Source: an optimization exercise on an open RTL-to-GDS flow (aim: small area, a short achievable clock period and few clock cycles per item). Production flows keep margins and buffers that such runs may drop. No run shown here included a check of the RTL's function; only the layout flow was run.

==> flow/design.v, too long to show whole: its modules and the start of the top module <==
// module aes_ks_front: 70 lines
// module aes_ks_back: 32 lines
// module aes_sbox_benc: 13 lines
// module aes128_block_cipher: 8403 lines
module aes128_block_cipher (
    input  logic          aclk,
    input  logic          aresetn,
    input  logic          cfg_wr_en,
    input  logic [1:0]    cfg_index,
    input  logic [63:0]   cfg_data,
    input  logic          s_valid,
    output logic          s_ready,
    input  logic [63:0]   s_block_upper,
    input  logic [63:0]   s_block_lower,
    output logic          m_valid,
    input  logic          m_ready,
    output logic [63:0]   m_result_upper,
    output logic [63:0]   m_result_lower
);
  // ...
==> flow/run.sh <==
#!/bin/bash
# synth_recipe.tcl (not shown) runs the flow's synth.tcl, then flattens the netlist and writes it again
# the make line also repeats each setting of config.mk as NAME=value (left out here)
make -C /OpenROAD-flow-scripts/flow DESIGN_CONFIG=/design/flow/config.mk WORK_HOME=/design/flow/orfs CLKGATE_MAP_FILE= SYNTH_SCRIPT=/design/flow/synth_recipe.tcl finish
==> flow/config.mk <==
export PLATFORM = sky130hd
export DESIGN_NAME = aes128_block_cipher
export DESIGN_NICKNAME = aes128_block_cipher
export VERILOG_FILES = /design/flow/design.v
export SDC_FILE = /design/flow/constraint.sdc
export NUM_CORES = 8
export LEC_CHECK = 0
export ABC_AREA = 1
export CAP_MARGIN = 30
export CORE_MARGIN = 2
export CORE_UTILIZATION = 45
export PLACE_DENSITY = 0.6
export SETUP_SLACK_MARGIN = 5.0
export SLEW_MARGIN = 30
==> flow/constraint.sdc <==
create_clock -name core_clock -period 8.0 [get_ports {aclk}]
set_input_delay 1.6000 -clock core_clock [delete_from_list [all_inputs] [get_ports {aclk}]]
set_output_delay 1.6000 -clock core_clock [all_outputs]
set_load 0.01 [all_outputs]
==> run_results.csv, run 1 <==
group,metric,value,unit
setup_path,max_stage_delay,0.66,ns
final_layout,clock_buffers,302,
cts,h-tree-depth,4,
place,postPlaceCellArea,167000,um2
sta,drv_slew,0,
place,io_buffers,328,
setup_path,cp_num_buf_inv,1,
yosys,synth_top_family_by_area,"XOR/XNOR gates",
setup_path,timing.rr.start,"c_src[1]",
worst_hold_path,min_path_cells,0,
route,wl_met3,72.1,mm
final_layout,final_cell_mix,"nand2_1 (3012), xor2_1 (2951), xnor2_1 (2718), edfxtp_1 (1831), o21ai_0 (1065)",
run_status,status,"finished clean",
setup_path,cp_max_fo,1,
global_route,grt_use_met2,49.5,%
route,drc,0,
final_layout,multiInputGateArea,102000,um2
yosys,synth-edff-count,1831,
floorplan,die_width,597,um
final_layout,top_regs,"u0s1: 192 flops, u1s1: 192 flops",
global_route,grt_util_met3,7.83,%
global_route,met1_usage,45.5,%
floorplan,initial_core_util,45.2,%
cts,cts.clk_slew.worst_paths,0.07,ns
final_layout,layout_commonest_cell,"nand2_1",
yosys,yosysTopAreaCell,"edfxtp_1",
final_layout,layoutNonFillerInstCount,23400,
setup_path,cp_top_family,"flip-flops",
final_layout,clkCellAreaFrac,4.32,%
==> inputs of run 2 (changes only) <==
--- a/flow/design.v
+++ b/flow/design.v
@@ -165,17 +165,20 @@
     logic [3:0]   rnd7;
     logic [127:0] oa, ob, oc;
     logic         oa_v, ob_v, oc_v;
     logic         s_ready_r;
     wire [127:0] kfirst = kdec ? k10_r : key_r;
     wire key_wr   = cfg_wr_en & ~cfg_index[1];
     wire kready   = (kcnt == 7'd0) | (kcnt == (kexp ? 7'd20 : 7'd40));
     wire done     = sv[7] & lst[7];
-    wire stall    = done & oa_v & ob_v;
+    wire stall    = done & oc_v;
+    wire push     = done & ~stall;
+    wire adv      = ~oa_v | m_ready;
+    wire ob_ld    = (adv & ob_v) | ~ob_v;
     wire ld_a     = kready & (~dir_r | k10_ok);
     assign s_ready = s_ready_r;
     wire load     = s_valid & s_ready_r;
     wire expand   = (kcnt == 7'd0) & ~|sv & dir_r & ~k10_ok & ~key_wr;
     wire kstart   = (load & ld_a) | expand;
     wire [127:0] ld_in = {s_block_upper, s_block_lower} ^ kfirst;
     wire [127:0] ld_xa;
     assign ld_xa[120] = ~(ld_in[122] ^ ld_in[125] ^ ld_in[127]);
@@ -8348,25 +8351,25 @@
             end
             if (c_last) k10_ok_n = 1'b1;
         end
         if (!stall) begin
             sv_n   = {sv[6:0], load | (sv[7] & ~lst[7])};
             rnd0_n = load ? 4'd1 : rnd7 + 4'd1;
             lst_n  = {lst[6], lst[5], lst[4], rnd3 == 4'd9, lst[2], lst[1], lst[0], ~load & (rnd7 == 4'd9)};
         end
-        oc_v_n = 1'b0;
         oa_v_n = oa_v;
         ob_v_n = ob_v;
-        if (oa_v && m_ready) begin
-            oa_v_n = ob_v | (done & ~stall);
-            ob_v_n = 1'b0;
-        end else if (done && !stall) begin
-            if (oa_v) ob_v_n = 1'b1;
-            else oa_v_n = 1'b1;
+        oc_v_n = oc_v;
+        if (adv) oa_v_n = ob_v;
+        if (ob_ld) begin
+            ob_v_n = oc_v | push;
+            oc_v_n = oc_v & push;
+        end else if (push) begin
+            oc_v_n = 1'b1;
         end
         kdec_n = dir_n & k10_ok_n;
     end
     logic       first_n, klast_n;
     logic [1:0] src_n, step_n;
     logic [7:0] rcon_n;
     always_comb begin
         first_n = 1'b0; src_n = 2'b1; step_n = '0; klast_n = 1'b0; rcon_n = 8'h00;
@@ -8431,17 +8434,17 @@
         if (kcnt_n == 7'd0) begin
             first_n = 1'b1;
             step_n  = '0;
             klast_n = 1'b0;
         end
     end
     wire       kready_n = (kcnt_n == 7'd0) | (kcnt_n == (kexp_n ? 7'd20 : 7'd40));
     wire       done_n   = sv_n[7] & lst_n[7];
-    wire       stall_n  = done_n & oa_v_n & ob_v_n;
+    wire       stall_n  = done_n & oc_v_n;
     wire       lda_n    = kready_n & (~dir_n | k10_ok_n);
     wire       ldb_n    = (kcnt_n != 7'd0) & (kcnt_n < 7'd8) & ~kexp_n;
     wire       s_ready_n = ~stall_n & (lda_n | ldb_n);
     always_ff @(posedge aclk) begin
         if (!aresetn) begin
             key_r     <= '0;
             dir_r     <= 1'b0;
             k10_ok    <= 1'b0;
@@ -8503,19 +8506,16 @@
             rnd4 <= rnd3 + 4'd1;
             rnd5 <= rnd4;
             rnd6 <= rnd5;
             rnd7 <= rnd6;
             if (c_step[0]) w0 <= knext;
             if (c_step[1]) w1 <= knext;
             if (c_last) k10_r <= knext;
         end
-        if (oa_v && m_ready) begin
-            oa <= ob_v ? ob : z1;
-        end else if (done && !stall) begin
-            if (oa_v) ob <= z1;
-            else oa <= z1;
-        end
+        if (adv) oa <= ob;
+        if (ob_ld) ob <= oc_v ? oc : z1;
+        else if (push) oc <= z1;
     end
     assign m_valid        = oa_v;
     assign m_result_upper = oa[127:64];
     assign m_result_lower = oa[63:0];
 endmodule
==> flow/flow/run.sh (new file) <==
#!/bin/bash
# Layout flow: the standard flow (standard.sh, unchanged synthesis), with
# one addition after global placement (flow/place_out.tcl): each register that
# drives an output port is moved next to its port before the flow legalizes
# and optimizes the placement. Each tool's output goes to a log file here.
set -euo pipefail
W=$PWD
bash standard.sh POST_GLOBAL_PLACE_TCL=$W/flow/place_out.tcl finish > layout.log 2>&1
==> flow/flow/place_out.tcl (new file) <==
# After global placement: put each flip-flop that drives an output port (through
# the port buffer) next to that port, together with the buffer, so the
# register-to-output paths are short. Detailed placement legalizes them later.
set block [ord::get_db_block]
set core [$block getCoreArea]
set cx0 [$core xMin]; set cy0 [$core yMin]; set cx1 [$core xMax]; set cy1 [$core yMax]
set inset 4000
set moved 0
foreach bt [$block getBTerms] {
  if {[$bt getIoType] != "OUTPUT"} continue
  set net [$bt getNet]
  if {$net == "NULL"} continue
  set bpins [$bt getBPins]
  if {[llength $bpins] == 0} continue
  set bb [[lindex $bpins 0] getBBox]
  set px [expr {([$bb xMin] + [$bb xMax]) / 2}]
  set py [expr {([$bb yMin] + [$bb yMax]) / 2}]
  # target point just inside the core, facing the pin
  set tx [expr {min(max($px, $cx0 + $inset), $cx1 - $inset)}]
  set ty [expr {min(max($py, $cy0 + $inset), $cy1 - $inset)}]
  # the port buffer drives the port; the flop drives the buffer
  foreach it [$net getITerms] {
    if {![$it isOutputSignal]} continue
    set buf [$it getInst]
    set bufin ""
    foreach bi [$buf getITerms] { if {[$bi isInputSignal]} { set bufin $bi } }
    if {$bufin == ""} continue
    set n2 [$bufin getNet]
    if {$n2 == "NULL"} continue
    set drv ""
    foreach it2 [$n2 getITerms] { if {[$it2 isOutputSignal]} { set drv [$it2 getInst] } }
    if {$drv == ""} continue
    if {![[$drv getMaster] isSequential]} continue
    if {[llength [$n2 getITerms]] != 2} continue
    $buf setLocation $tx $ty
    $drv setLocation $tx $ty
    incr moved
  }
}
puts "place_out: moved $moved output registers next to their ports"
==> flow/standard.sh (new file) <==
#!/bin/bash
# synth_recipe.tcl (not shown) runs the flow's synth.tcl, then flattens the netlist and writes it again
# the make line also repeats each setting of config.mk as NAME=value (left out here)
make -C /OpenROAD-flow-scripts/flow DESIGN_CONFIG=/design/flow/config.mk WORK_HOME=/design/flow/orfs CLKGATE_MAP_FILE= SYNTH_SCRIPT=/design/flow/synth_recipe.tcl "${@:-finish}"
removed: flow/run.sh
==> run_results.csv, run 2 <==
group,metric,value,unit
cts,cts.clk_slew.worst_paths,0.06,ns
setup_path,timing.rr.start,"c_src[1]",
yosys,dominantRegCellSynth,"edfxtp_1",
setup_path,endpoint_kind,"flop",
yosys,synth.distinct_cells,68,
setup_path,crit_chain,"clkdlybuf4s50_1 > xor2_4 > xor2_1 > xor2_1 > nand2_1 > o211ai_1 > o21ai_0",
yosys,synth_common_cells,"nand2_1 (3692), xor2_1 (3283), xnor2_1 (2998), edfxtp_1 (1959), o21ai_0 (1378)",
sta,drv_slew,0,
place,dp_hpwl,490,mm
final_layout,top_regs,"u0s1: 192 flops, u1s1: 192 flops",
place,place_ws,2.91,ns
yosys,synth_nets,18200,
route,wl_per_cell,27.2,um
route,routed_via_density,5.46,
cts,clk_path_buf_depth,4,
sta,finClkSkew,0.0952,ns
route,drc,0,
cts,cts_tree,"done",
cts,clockRootBuffer,"clkbuf_16",
floorplan,core_area,356000,um2
final_layout,final_cell_area,195000,um2
yosys,syn-instance-count,18000,
route,drtAntennaViolNets,0,
sta,finalCritPeriodShare,39.4,%
route,drt_iter0_markers,15600,
yosys,yosysTopAreaCell,"edfxtp_1",
yosys,synth-edff-count,1959,
sta,rsz0062_at_grt,"true",
setup_path,crit_top_cell,"xor2_1",
yosys,synth.area.top_cells,"edfxtp_1 (36%), xor2_1 (18%), xnor2_1 (16%)",
floorplan,die_h,603,um
global_route,grt-ovfl-total,0,
sta,tightest_slew,1.14,ns
setup_path,setup.worst_path.class,"primary input to flop",
setup_path,worstPathArrival,3.82,ns
yosys,synth.most_common_cell,"nand2_1",
floorplan,io_pins,329,
floorplan,num_rows,219,
final_layout,layout_commonest_cell,"nand2_1",
global_route,grt_pass1_vias,119000,
sta,totalNegativeSetupSlack,0,ns
route,vias,130000,
cts,h-tree-depth,5,
final_layout,layoutNonFillerInstCount,23900,
worst_hold_path,min_path_cells,0,
yosys,yosys.area.top_type_share,36.4,%
cts,postCtsHoldBufs,0,
worst_hold_path,hold_path.startpoint,"dirs[4]",
global_route,grt_use_total,33.8,%
floorplan,dieArea,364000,um2
global_route,grt_pass1_wl,875,mm
sta,setup_viol,0,
run_status,status,"finished clean",
cts,cts_buffers,265,
global_route,grt_max_degree,145,
sta,fmax,317,MHz
yosys,ys_ff_latch,2220,
yosys,async_reset_ff_share,0,%
setup_path,cp-start-kind,"primary input",
floorplan,die_width,603,um
setup_path,worstReg2RegEnd,"kq[43]",
sta,maxSlewHeadroom,24.1,%
yosys,ys_warn_count,1,
worst_hold_path,hold_path_end,"dirs[5]",
setup_path,cp_max_fo,3,
run,drv_cap,0,
sta,hold_viol,0,
worst_hold_path,min_path_type,"flop to flop",
global_route,antenna_found_initial,49,
sta,period_minus_slack,3.15,ns
place,dp.cells,22700,
floorplan,initial_core_util,45.3,%
yosys,seq_area_frac_synth,39.7,%
sta,finalWorstSetupSlack,4.85,ns
yosys,syn-cell-area,161000,um2
place,postPlaceCellArea,170000,um2
cts,clk_latency,0.99,ns
final_layout,drive_above_1_share,16.3,%
setup_path,ff2ff_path_depth,24,
setup_path,crit_required,8.67,ns
route,drt-total-wl,649,mm
final_layout,num-nets-final,19200,
cts,cts.sinks,2220,
setup_path,max_stage_delay,0.88,ns
place,io_buffers,328,
setup_path,rrSetupSlack,4.87,ns
yosys,syn_avg_cell_area,8.98,um2
final_layout,area.growth.synth_to_final,20.8,%
final_layout,final_cell_mix,"nand2_1 (3410), xor2_1 (2940), xnor2_1 (2709), edfxtp_1 (1959), o21ai_0 (1174)",
route,drt-pass1-iter-count,9,
setup_path,slowest_stage,"clkdlybuf4s50_1",
run 2: area by class of cell:
type / instances / area (um2)
fillers: 31600 / 161000
repair inverters: 17 / 209
clock buffers: 330 / 7170
clock inverters: 152 / 1610
multi-input cells: 14100 / 101000
well taps: 4751 / 5940
flip-flops and latches: 2220 / 64100
inverters: 1113 / 4450
diodes: 26 / 65.1
repair buffers: 1141 / 10900
run 2: kinds of logic (layout without fill, tap and decap cells):
family          after synthesis  after routing  share of synthesized area [%]
flops                      2220           2220                           39.7
simple gates               5406           5406                           13.6
compound gates             2301           2301                           7.57
mux                          18             18                          0.113
buf+inv                    1630           2753                           3.94
other cells                   0             26                              0
xor+xnor                   6327           6327                           34.5
fa+ha+maj                    74             74                          0.573
run 2: layer usage:
layer  wire, um  part of all wire, %  track usage [%]
met1     252000                   39             44.6
met3      73000                   11             7.91
met2     264000                   41             48.7
met5        276                0.043                0
met4      58600                  9.0             23.6
run 2: worst max-delay path by stage:
stage / start / end / slack, ns / depth (start not counted)
4_1_cts: kdec / kq[20] / 4.77 / 22
2_1_floorplan: m_ready / oc[0] / -7.11 / 5
6_report: s_block_upper[40] / r1[107] / 4.85 / 7
5_1_grt: c_src[1] / kq[40] / 4.75 / 26
3_5_place_dp: cfg_index[1] / c_src[1] / 2.91 / 14
3_3_place_gp: cfg_wr_en / c_src[1] / 2.99 / 15
run 2: timing repair:
item | 4_1_cts | 5_1_grt
gates resized for setup | 1360 | 1134
endpoints found under the setup margin | 2674 | 1088
setup buffers | 220 | 395
cloned | 34 | 29
pin swaps | 131 | 453
run 2: metrics by stage:
stage          hold slack [ns]  utilization (%)
2_1_floorplan            0.310                -
3_3_place_gp             0.313             47.7
4_1_cts                  0.327             52.0
6_report                 0.326             54.7
3_5_place_dp             0.315             47.7
5_1_grt                  0.328             54.7
run 2: critical path, delay by kind of cell:
family | cells | cell delay [ns]
xor+xnor | 3 | 1.06
buf+inv | 1 | 0.88
compound gates | 2 | 0.20
simple gates | 1 | 0.06

-- static timing again, ports no longer ideal --
No port has a modelled driver above. Below, the same layouts with a new extraction and two added sets of constraints.
Step 1 (the two cells are an assumption about what drives the block):
set clk [get_ports {aclk}]
set_driving_cell -lib_cell sky130_fd_sc_hd__clkbuf_16 $clk
set_driving_cell -lib_cell sky130_fd_sc_hd__buf_2 [delete_from_list [all_inputs] $clk]
Step 2 also shifts input and output timing later by t, the mid clock arrival at the registers, as if the neighbouring blocks saw the same clock.
Three values: no drivers, after step 1, after step 2; two values: the first two.
run	t (ns)	setup slack, ns	worst slew at a driven data input, ns	pins driven straight from the clock port
run 1	1.097	4.480 / 4.355 / 3.932	0.21	1
run 2	1.053	4.846 / 4.778 / 3.875	0.17	1
After both steps setup and hold are still met in every run listed. The setup slack of run 2, which loses most, moves by -0.068 ns with the drivers and by -0.971 ns with both steps.
